Context: an optimization exercise on an open-source flow, tuned for small area, a short achievable clock period and few clock cycles per item. The choices shown serve that exercise and are no tape-out recipe. The RTL was checked by simulation tests, not by an equivalence proof against the original design.

==> flow/design.v (outline; a module is shown in full before it is edited, if it fits) <==
// module lp2c_add: 73 lines
// module lidar_polar_to_cartesian_unit: 1186 lines
module lidar_polar_to_cartesian_unit (
    input  logic        clk,
    input  logic        rst_n,
    input  logic        cfg_we,
    input  logic [1:0]  cfg_addr,
    input  logic [31:0] cfg_wdata,
    input  logic        s_axis_tvalid,
    output logic        s_axis_tready,
    input  logic [23:0] s_axis_tdata,
    input  logic        s_axis_tuser,
    input  logic        s_axis_tlast,
    output logic        m_axis_tvalid,
    input  logic        m_axis_tready,
    output logic [55:0] m_axis_tdata,
    output logic        m_axis_tuser,
    output logic        m_axis_tlast
);
  // ...
==> flow/flow/run.sh <==
#!/bin/bash
# Own layout flow: the standard layout (standard.sh, unchanged synthesis and
# steps), with repair_timing asked to leave SETUP_SLACK_MARGIN ns of setup slack
# at the design's clock period, so that paths are sized for the period the
# design can reach rather than for the 10 ns constraint. The SDC, the clock
# period and every other setting stay the standard flow's.
set -euo pipefail
export SETUP_SLACK_MARGIN="${LP2C_SETUP_MARGIN:-6.5}"
bash standard.sh finish > standard_flow.log 2>&1
==> flow/standard.sh <==
#!/bin/bash
# synth_recipe.tcl (not shown) runs the flow's synth.tcl, then flattens the netlist and writes it again
# the make line also repeats each setting of config.mk as NAME=value (left out here)
make -C /OpenROAD-flow-scripts/flow DESIGN_CONFIG=/design/flow/config.mk WORK_HOME=/design/flow/orfs CLKGATE_MAP_FILE= SYNTH_SCRIPT=/design/flow/synth_recipe.tcl "${@:-finish}"
==> flow/config.mk <==
export PLATFORM = sky130hd
export DESIGN_NAME = lidar_polar_to_cartesian_unit
export DESIGN_NICKNAME = lidar_polar_to_cartesian_unit
export VERILOG_FILES = /design/flow/design.v
export SDC_FILE = /design/flow/constraint.sdc
export NUM_CORES = 4
export LEC_CHECK = 0
export ABC_AREA = 1
export CAP_MARGIN = 20
export CORE_MARGIN = 2
export CORE_UTILIZATION = 55
export CTS_CLUSTER_DIAMETER = 70
export CTS_CLUSTER_SIZE = 25
export PLACE_DENSITY = 0.7
export SLEW_MARGIN = 20
==> flow/constraint.sdc <==
create_clock -name core_clock -period 10.0 [get_ports {clk}]
set_input_delay 2.0000 -clock core_clock [delete_from_list [all_inputs] [get_ports {clk}]]
set_output_delay 2.0000 -clock core_clock [all_outputs]
set_load 0.01 [all_outputs]
==> impl_summary.txt, run 1 <==
----------------------------------------------------
[Route]
  First-pass detailed-route iteration total ... 7

[Worst setup path]
  Critical Path, Cell by Cell ... buf_2
  Reg-to-Reg End ... y_12[33]$_DFFE_PN_
  Crit path largest cell delay ... 0.59 ns
  Element type at the critical path end ... primary output
  Master of the slowest instance on the critical path ... sky130_fd_sc_hd__edfxtp_1

[Layout]
  Leading cell type in the layout, fill and taps excluded ... sky130_fd_sc_hd__nand2_1
  Signal buffers share of area ... 2.04%
  Number of filler cells placed in the layout ... 28,900
  Clock Network Area Fraction ... 3.25%
  Total of clock buffers placed in the layout ... 203

[Place]
  Detailed placement HPWL ... 339,000 µm

[Floorplan]
  Row count ... 215
  Total number of tap cells ... 4,557
  Std-Cell Core Area ... 0.342 mm²

[Logic synthesis]
  Number of library cell types mapped by synthesis ... 62
  Number of flops mapped to enable cells by yosys ... 2,462

[GRT]
  Global routing's busiest layer ... met2

[STA]
  TNS Setup ... 0 ns
  Count of final hold-check violations ... 0

[Worst hold path]
  Hold Crit Start ... a1[24]$_DFFE_PN_

[Run status]
  Result of the run ... no timing/DRC/antenna violations

----------------------------------------------------
Testbench counts, summed over its fixed seeds: cycles 8,384, items 8,192.
==> inputs of run 2 (changes only) <==
--- a/flow/design.v
+++ b/flow/design.v
@@ -1242,20 +1242,25 @@
         begin
             if (pop || !m_vld)
                 m_vld <= k_vld || push;
             k_vld <= k_vld_n;
             rdy_q <= !k_vld_n;
         end
     end
     assign adv = !k_vld;
-    always_ff @(posedge clk)
+    always_ff @(posedge clk or negedge rst_n)
     begin
-        if (pop || !m_vld)
+        if (!rst_n)
+            m_pt <= '0;
+        else if (pop || !m_vld)
             m_pt <= k_vld ? k_pt : pt;
+    end
+    always_ff @(posedge clk)
+    begin
         if (pop || !k_vld)
             k_pt <= pt;
     end
     assign m_axis_tvalid = m_vld;
     assign m_axis_tdata  = {6'd0, m_pt[49:0]};
     assign m_axis_tuser  = m_pt[51];
     assign m_axis_tlast  = m_pt[50];
 endmodule
==> impl_summary.txt, run 2 <==
----------------------------------------------------
[STA]
  Final Setup Violations ... 0 (unchanged)
  Worst-case clock skew ... 0.102 ns (was 0.0910 ns)
  TNS Setup ... 0 ns (unchanged)
  Worst slew margin relative to its limit ... 38.6% (was 26.3%)
  Worst slack on hold paths ... 0.399 ns (was 0.409 ns)
  Post-route worst setup slack ... 6.41 ns (was 6.26 ns)
  Number of max-slew violations in the final report ... 0 (unchanged)
  Post-route clock period utilization ... 35.9% (was 37.4%)
  Count of final hold-check violations ... 0 (unchanged)
  Setup repair after global routing missed its margin ... yes (unchanged)
  Transition time at the pin with the least slew margin ... 0.921 ns (was 1.09 ns)
  Crit path time final ... 3.59 ns (was 3.74 ns)
  Highest clock frequency the design can meet ... 279 MHz (was 267 MHz)

[GRT]
  Total grt overflow ... 0 (unchanged)
  Overall fraction of global-route tracks in use ... 24.9% (was 24.4%)
  Initial antenna violation count ... 3 (unchanged)
  Vias in the first global route ... 133,000 (was 129,000)
  Largest net degree at the start of global routing ... 164 (was 179)
  Wire length of the first global-routing pass ... 695,000 µm (was 678,000 µm)

[Layout]
  Most used cells in the layout excluding fill and tap cells ... sky130_fd_sc_hd__nand2_1 (5,268), sky130_fd_sc_hd__inv_1 (3,006), sky130_fd_sc_hd__edfxtp_1 (2,410) (was sky130_fd_sc_hd__nand2_1 (5,265), sky130_fd_sc_hd__inv_1 (2,945), sky130_fd_sc_hd__edfxtp_1 (2,462))
  Post-synthesis to final-layout area growth ... 9.41% (was 8.74%)
  Fraction of final layout cells sized beyond drive strength 1 ... 4.97% (was 4.48%)
  Number of nets at the end of the flow ... 23,800 (was 23,600)
  Largest registers ... k_pt: 52 flops, m_pt: 52 flops, pa2: 49 flops (unchanged)
  Leading cell type in the layout, fill and taps excluded ... sky130_fd_sc_hd__nand2_1 (unchanged)

[Worst setup path]
  Cell type group with the largest total delay on the critical path ... flip-flops (unchanged)
  Crit path largest cell delay ... 0.49 ns (was 0.59 ns)
  Required time at the endpoint of the critical path ... 8.00 ns (about the same)
  Category of the most critical setup path ... reg2out (unchanged)
  Maximum fanout along the worst path ... 2 (was 1)
  RR Startpoint ... sb_15$_DFFE_PN_ (was z_11[20]$_DFFE_PN_)
  Element type at the critical path end ... primary output (unchanged)
  CP bufs+invs ... 1 (unchanged)
  Data arrival, critical path ... 1.59 ns (was 1.74 ns)
  Slack of the worst reg-to-reg path ... 6.58 ns (was 6.60 ns)
  Master of the slowest instance on the critical path ... sky130_fd_sc_hd__dfrtp_2 (was sky130_fd_sc_hd__edfxtp_1)
  Beginning of the critical path ... m_pt[38]$_DFFE_PN0N_ (was m_pt[10]$_DFFE_PN_)
  Critical Path, Cell by Cell ... buf_6 (was buf_2)
  CP startpoint kind ... register (unchanged)

[Floorplan]
  Number of I/O pins ... 125 (unchanged)
  Initial core utilization ... 55.3% (was 55.1%)
  Row count ... 215 (unchanged)
  Total Die Area ... 0.349 mm² (was 0.348 mm²)
  Die H ... 591 µm (was 590 µm)
  Die width ... 591 µm (was 590 µm)
  Std-Cell Core Area ... 0.343 mm² (was 0.342 mm²)

[Logic synthesis]
  Post-synthesis instance area ... 0.189 mm² (about the same)
  Leading post-synthesis cells by cell area ... sky130_fd_sc_hd__edfxtp_1 (38%), sky130_fd_sc_hd__ha_1 (12%), sky130_fd_sc_hd__nand2_1 (11%) (was sky130_fd_sc_hd__edfxtp_1 (39%), sky130_fd_sc_hd__ha_1 (12%), sky130_fd_sc_hd__nand2_1 (11%))
  Average size of a mapped cell ... 8.89 µm² (was 8.94 µm²)
  Prevailing post-synth register cell ... sky130_fd_sc_hd__edfxtp_1 (unchanged)
  Share of the yosys chip area belonging to registers ... 41.2% (was 41.4%)
  Yosys Warn Count ... 1 (unchanged)
  Cell with the most instances after synthesis ... sky130_fd_sc_hd__nand2_1 (unchanged)
  Synth area leader ... sky130_fd_sc_hd__edfxtp_1 (unchanged)
  Synth Register Bits ... 2,633 (unchanged)
  Mapped Cells ... 21,300 (was 21,100)
  Number of library cell types mapped by synthesis ... 64 (was 62)
  Async S/R FF share, synth ... 8.47% (was 6.49%)
  Number of flops mapped to enable cells by yosys ... 2,410 (was 2,462)
  Top post-synthesis cells by count ... sky130_fd_sc_hd__nand2_1 (5,346), sky130_fd_sc_hd__inv_1 (3,031), sky130_fd_sc_hd__edfxtp_1 (2,410) (was sky130_fd_sc_hd__nand2_1 (5,334), sky130_fd_sc_hd__inv_1 (2,968), sky130_fd_sc_hd__edfxtp_1 (2,462))
  Yosys top cell area share ... 38.2% (was 39.2%)

[Route]
  1st-iter DRT viols ... 8,923 (was 8,825)
  First-pass detailed-route iteration total ... 6 (was 7)
  Final WL ... 452,000 µm (was 440,000 µm)
  Count of unresolved DRC violations after routing ... 0 (unchanged)
  Antenna-violating nets left ... 0 (unchanged)
  Ratio of routed vias to standard cells ... 5.28 (was 5.26)
  DR WL/cell ... 17.2 µm (was 16.9 µm)
  Detailed-route via count ... 139,000 (was 137,000)

[Place]
  Routability Congestion ... 0.917 (was 0.927)
  Setup slack at placement ... 5.07 ns (was 4.97 ns)
  Count of input and output buffers ... 118 (unchanged)
  Detailed placement HPWL ... 340,000 µm (was 339,000 µm)

[Worst hold path]
  Type of the worst min-delay path ... reg2reg (unchanged)
  Hold Crit Start ... pok[5]$_DFFE_PN_ (was a1[24]$_DFFE_PN_)

[Clock tree]
  CTS root buffer ... sky130_fd_sc_hd__clkbuf_16 (unchanged)
  Number of sinks on the clock net ... 2,633 (unchanged)
  Number of CTS-inserted buffers ... 188 (was 187)
  Clock tree from TritonCTS ... done (unchanged)
  Clock slew seen by the registers of the worst setup and hold paths ... 0.10 ns (was 0.09 ns)
  Clock latency on the worst-skew pair ... 0.97 ns (was 0.96 ns)
  Number of H-tree levels ... 4 (unchanged)
  Largest buffer count on any clock path ... 4 (unchanged)

[Run status]
  Result of the run ... no timing/DRC/antenna violations (unchanged)

[Run]
  Maximum Capacitance Violations ... 0 (unchanged)

----------------------------------------------------
==> run 2: per-stage QoR <==
step	util, %	cell area [µm²]	cells
global route	60.5	207000	26300
finish	60.5	207000	26300
floorplan	-	189000	21300
global placement	57.1	196000	25700
detailed placement	57.1	196000	25700
CTS	59.6	204000	26200
==> run 2: kinds of logic (layout without fill, tap and decap cells) <==
kind of cell / count (synthesis) / count (layout) / synth area share [%]
xor+xnor: 2434 / 2434 / 11.3
mux: 51 / 51 / 0.279
buf+inv: 3384 / 3851 / 6.79
simple gates: 8128 / 8131 / 17.5
flops: 2633 / 2633 / 41.2
fa+ha+maj: 2149 / 2149 / 15.5
other cells: 1 / 9 / 0.00198
compound gates: 2517 / 2517 / 7.36
==> run 2: per-layer routing <==
layer	share of wire (%)	GRT usage (%)
met5	0	0
met4	6.6	13.1
met3	3.9	2.39
met2	51	46.2
met1	39	28.3
==> run 2: area by class of cell <==
cell class	count	area, µm²
Timing Repair inverter	7	37.5
Inverter	3040	11500
Clock inverter	142	1850
Timing Repair Buffer	455	5310
Antenna cell	3	7.51
Clock buffer	207	4850
Sequential cell	2633	78000
Fill cell	29100	136000
Multi-Input combinational cell	15300	99900
Tap cell	4557	5700
==> run 2: final timing paths <==
kind / endpoint / cells after the start
worst min register to register: pok[6]$_DFFE_PN_ / 0
worst max register to register: x_16[33]$_DFFE_PN_ / 16
worst min-delay path: pok[6]$_DFFE_PN_ / 0
max in group asynchronous: cfg_start[27]$_DFFE_PN0P_ / 3
min in group asynchronous: m_pt[1]$_DFFE_PN0N_ / 1
worst max-delay path: m_axis_tdata[38] / 1
==> run 2: timing repair <==
action / in CTS / in global routing
endpoints found under the setup margin: 1154 / 659
buffers inserted: 64 / 141
hold buffers: 0 / 0
cloned: 19 / 31
resized for setup: 494 / 242
pin swaps: 4 / 45
Testbench counts of run 2, summed over its fixed seeds: cycles 8,384, items 8,192.
==> inputs of run 3 (changes only) <==
--- a/flow/config.mk
+++ b/flow/config.mk
@@ -8,8 +8,8 @@
 export ABC_AREA = 1
 export CAP_MARGIN = 20
 export CORE_MARGIN = 2
-export CORE_UTILIZATION = 55
+export CORE_UTILIZATION = 65
 export CTS_CLUSTER_DIAMETER = 70
 export CTS_CLUSTER_SIZE = 25
-export PLACE_DENSITY = 0.7
+export PLACE_DENSITY = 0.8
 export SLEW_MARGIN = 20
==> impl_summary.txt, run 3 <==
----------------------------------------------------
[STA]
  Transition time at the pin with the least slew margin ... 1.09 ns (was 0.921 ns)
  Count of final hold-check violations ... 0 (unchanged)
  Worst slew margin relative to its limit ... 27.4% (was 38.6%)
  Setup repair after global routing missed its margin ... yes (unchanged)
  Crit path time final ... 3.56 ns (was 3.59 ns)
  Post-route clock period utilization ... 35.6% (was 35.9%)
  Number of max-slew violations in the final report ... 0 (unchanged)
  Highest clock frequency the design can meet ... 281 MHz (was 279 MHz)
  Final Setup Violations ... 0 (unchanged)
  Worst-case clock skew ... 0.0404 ns (was 0.102 ns)
  Post-route worst setup slack ... 6.44 ns (was 6.41 ns)
  TNS Setup ... 0 ns (unchanged)

[Logic synthesis]
  Post-synthesis instance area ... 0.189 mm² (unchanged)
  Share of synthesized cell area in full adder, half adder and majority cells ... 15.5% (unchanged)
  Share of the yosys chip area belonging to registers ... 41.2% (unchanged)
  Xor and xnor area share after synthesis ... 11.3% (unchanged)
  Top post-synthesis cells by count ... sky130_fd_sc_hd__nand2_1 (5,346), sky130_fd_sc_hd__inv_1 (3,031), sky130_fd_sc_hd__edfxtp_1 (2,410) (unchanged)
  Synth Register Bits ... 2,633 (unchanged)
  Cell with the most instances after synthesis ... sky130_fd_sc_hd__nand2_1 (unchanged)
  Yosys top cell area share ... 38.2% (unchanged)
  Main combinational cell family by area after synthesis ... simple AND/OR/NAND/NOR gates (unchanged)
  Fraction of synthesized area in multiplexers ... 0.279% (unchanged)
  Average size of a mapped cell ... 8.89 µm² (unchanged)
  Mapped Cells ... 21,300 (unchanged)
  Number of library cell types mapped by synthesis ... 64 (unchanged)
  Leading post-synthesis cells by cell area ... sky130_fd_sc_hd__edfxtp_1 (38%), sky130_fd_sc_hd__ha_1 (12%), sky130_fd_sc_hd__nand2_1 (11%) (unchanged)
  Simple-gate area share of the yosys netlist ... 17.5% (unchanged)
  Complex-gate fraction of the synthesized area ... 7.36% (unchanged)
  Yosys Warn Count ... 1 (unchanged)
  Async S/R FF share, synth ... 8.47% (unchanged)
  Number of flops mapped to enable cells by yosys ... 2,410 (unchanged)
  Prevailing post-synth register cell ... sky130_fd_sc_hd__edfxtp_1 (unchanged)
  Synth area leader ... sky130_fd_sc_hd__edfxtp_1 (unchanged)

[GRT]
  Wire length of the first global-routing pass ... 698,000 µm (was 695,000 µm)
  Overall fraction of global-route tracks in use ... 29.3% (was 24.9%)
  Initial antenna violation count ... 6 (was 3)
  Largest net degree at the start of global routing ... 183 (was 164)
  Total grt overflow ... 0 (unchanged)
  Vias in the first global route ... 136,000 (was 133,000)

[Clock tree]
  Hold bufs inserted after CTS ... 0 (unchanged)
  CTS root buffer ... sky130_fd_sc_hd__clkbuf_16 (unchanged)
  Largest buffer count on any clock path ... 4 (unchanged)
  Clock slew seen by the registers of the worst setup and hold paths ... 0.09 ns (was 0.10 ns)
  Clock latency on the worst-skew pair ... 0.92 ns (was 0.97 ns)
  Clock tree from TritonCTS ... done (unchanged)
  Number of sinks on the clock net ... 2,633 (unchanged)
  Number of H-tree levels ... 4 (unchanged)
  Number of CTS-inserted buffers ... 178 (was 188)

[Floorplan]
  Die width ... 544 µm (was 591 µm)
  Row count ... 198 (was 215)
  Number of I/O pins ... 125 (unchanged)
  Std-Cell Core Area ... 0.290 mm² (was 0.343 mm²)
  Total Die Area ... 0.296 mm² (was 0.349 mm²)
  Initial core utilization ... 65.2% (was 55.3%)
  Die H ... 544 µm (was 591 µm)

[Worst setup path]
  Data arrival, critical path ... 1.56 ns (was 1.59 ns)
  Required time at the endpoint of the critical path ... 8.00 ns (about the same)
  Category of the most critical setup path ... reg2out (unchanged)
  CP startpoint kind ... register (unchanged)
  Critical Path, Cell by Cell ... buf_6 (unchanged)
  Slack of the worst reg-to-reg path ... 6.52 ns (was 6.58 ns)
  Element type at the critical path end ... primary output (unchanged)
  CP bufs+invs ... 1 (unchanged)
  Cell type group with the largest total delay on the critical path ... flip-flops (unchanged)
  Maximum fanout along the worst path ... 2 (unchanged)
  Master of the slowest instance on the critical path ... sky130_fd_sc_hd__dfrtp_2 (unchanged)
  Beginning of the critical path ... m_pt[34]$_DFFE_PN0N_ (was m_pt[38]$_DFFE_PN0N_)
  Crit path largest cell delay ... 0.49 ns (about the same)
  RR Startpoint ... z_4[27]$_DFFE_PN_ (was sb_15$_DFFE_PN_)

[Layout]
  Post-synthesis to final-layout area growth ... 8.82% (was 9.41%)
  Final cell count without fillers ... 25,700 (was 26,300)
  Fraction of final layout cells sized beyond drive strength 1 ... 5.12% (was 4.97%)
  Largest registers ... k_pt: 52 flops, m_pt: 52 flops, pa2: 49 flops (unchanged)
  Most used cells in the layout excluding fill and tap cells ... sky130_fd_sc_hd__nand2_1 (5,257), sky130_fd_sc_hd__inv_1 (3,005), sky130_fd_sc_hd__edfxtp_1 (2,410) (was sky130_fd_sc_hd__nand2_1 (5,268), sky130_fd_sc_hd__inv_1 (3,006), sky130_fd_sc_hd__edfxtp_1 (2,410))
  Finished Cell Area ... 0.206 mm² (was 0.207 mm²)
  Leading cell type in the layout, fill and taps excluded ... sky130_fd_sc_hd__nand2_1 (unchanged)
  Number of nets at the end of the flow ... 23,800 (about the same)

[Run status]
  Result of the run ... no timing/DRC/antenna violations (unchanged)

[Place]
  Total cell area at the placement stage ... 0.195 mm² (was 0.196 mm²)
  Setup slack at placement ... 5.03 ns (was 5.07 ns)
  Detailed placement HPWL ... 332,000 µm (was 340,000 µm)
  Post-Place Cells ... 25,100 (was 25,700)
  Count of input and output buffers ... 118 (unchanged)
  Routability Congestion ... 0.951 (was 0.917)

[Worst hold path]
  Type of the worst min-delay path ... reg2reg (unchanged)
  Hold Crit Start ... lst[12]$_DFFE_PN_ (was pok[5]$_DFFE_PN_)

[Route]
  Count of unresolved DRC violations after routing ... 0 (unchanged)
  Antenna-violating nets left ... 0 (unchanged)
  First-pass detailed-route iteration total ... 9 (was 6)
  Detailed-route via count ... 143,000 (was 139,000)
  DR WL/cell ... 17.6 µm (was 17.2 µm)
  Final WL ... 452,000 µm (about the same)
  Ratio of routed vias to standard cells ... 5.57 (was 5.28)
  1st-iter DRT viols ... 11,000 (was 8,923)

[Run]
  Maximum Capacitance Violations ... 0 (unchanged)

----------------------------------------------------
run 3: cell counts after synthesis:
Identical to the previous run, type by type.
run 3: logic make-up (layout without fill, tap and decap cells):
| logic type | count (synthesis) | after routing |
|---|---|---|
| AO/OA/AOI/OAI | 2517 | 2517 |
| adder cells (fa/ha/maj) | 2149 | 2149 |
| AND/OR/NAND/NOR | 8128 | 8131 |
| multiplexers | 51 | 51 |
| other | 1 | 10 |
| buffers and inverters | 3384 | 3849 |
| flip-flops | 2633 | 2633 |
| XOR/XNOR | 2434 | 2434 |
run 3: timing repair:
| item | 4_1_cts | 5_1_grt |
|---|---|---|
| gates resized for setup | 493 | 230 |
| gates cloned | 11 | 27 |
| buffers inserted | 91 | 149 |
| endpoints found under the hold margin | 0 | 0 |
| pin swaps | 7 | 42 |
| setup endpoints to repair | 1015 | 950 |
run 3: path summary, 6_finish.rpt:
check                                            endpoint  cells after the start
worst max-delay path                     m_axis_tdata[34]                      1
worst min-delay path                    lst[13]$_DFFE_PN_                      0
worst max register to register          y_5[17]$_DFFE_PN_                     11
worst min register to register          lst[13]$_DFFE_PN_                      0
max in group asynchronous       cfg_start[18]$_DFFE_PN0P_                      2
min in group asynchronous              vld[2]$_DFFE_PN0N_                      1
run 3: through the flow:
| stage | hold slack (ns) | utilization (%) |
|---|---|---|
| floorplan | 0.400 | - |
| global placement | 0.401 | 67.1 |
| detailed placement | 0.405 | 67.1 |
| CTS | 0.395 | 70.0 |
| global route | 0.410 | 71.0 |
| finish | 0.407 | 71.0 |
run 3: cell type report:
cell class | count | area, µm²
clock inverter | 127 | 1690
tap | 3900 | 4880
timing repair inverter | 4 | 20.0
inverter | 3040 | 11500
fill | 21400 | 84300
sequential | 2633 | 78000
clock buffer | 201 | 4700
multi-input combinational | 15300 | 100000
timing repair buffer | 477 | 5170
antenna | 4 | 10.0
run 3: worst register-to-register path: cells and delay by family, from the launching register on:
family | cells | cell delay (ns)
flops | 1 | 0.43
fa+ha+maj | 2 | 0.76
simple gates | 3 | 0.35
xor+xnor | 2 | 0.52
buf+inv | 3 | 0.78
compound gates | 1 | 0.37
run 3: layer usage:
metal / part of all wire (%) / GRT usage, %
met5: 0.0029 / 0
met4: 6.2 / 14.2
met3: 5.6 / 2.65
met2: 49 / 51.4
met1: 39 / 36.4

-- afterwards: timing with drivers on the ports --
No port has a modelled driver above. Below, the same layouts with a new extraction and two added sets of constraints. Step 1, drivers: a clkbuf_16 drives clk and a buf_2 each remaining input, both assumed. Step 2 also shifts input and output timing later by t, the mid clock arrival at the registers, as if the neighbouring blocks saw the same clock. a / b / c = ideal ports / drivers / drivers and shift; a / b = the first two.
run	t, ns	setup WS [ns]	hold slack, ns	latest minus earliest clock arrival (ns)	worst data-port slew with drivers (ns)
run 1	1.024	6.256 / 6.148 / 5.609	0.409 / 0.409 / 0.409	0.091 / 0.092	0.09
run 2	1.028	6.412 / 6.305 / 5.612	0.399 / 0.399 / 0.399	0.106 / 0.106	0.05
run 3	1.002	6.439 / 6.335 / 5.658	0.407 / 0.407 / 0.407	0.046 / 0.045	0.07
After both steps every run listed still meets setup and hold. For run 2, which loses most, drivers alone change the setup slack by -0.107 ns; drivers and shift together by -0.800 ns.
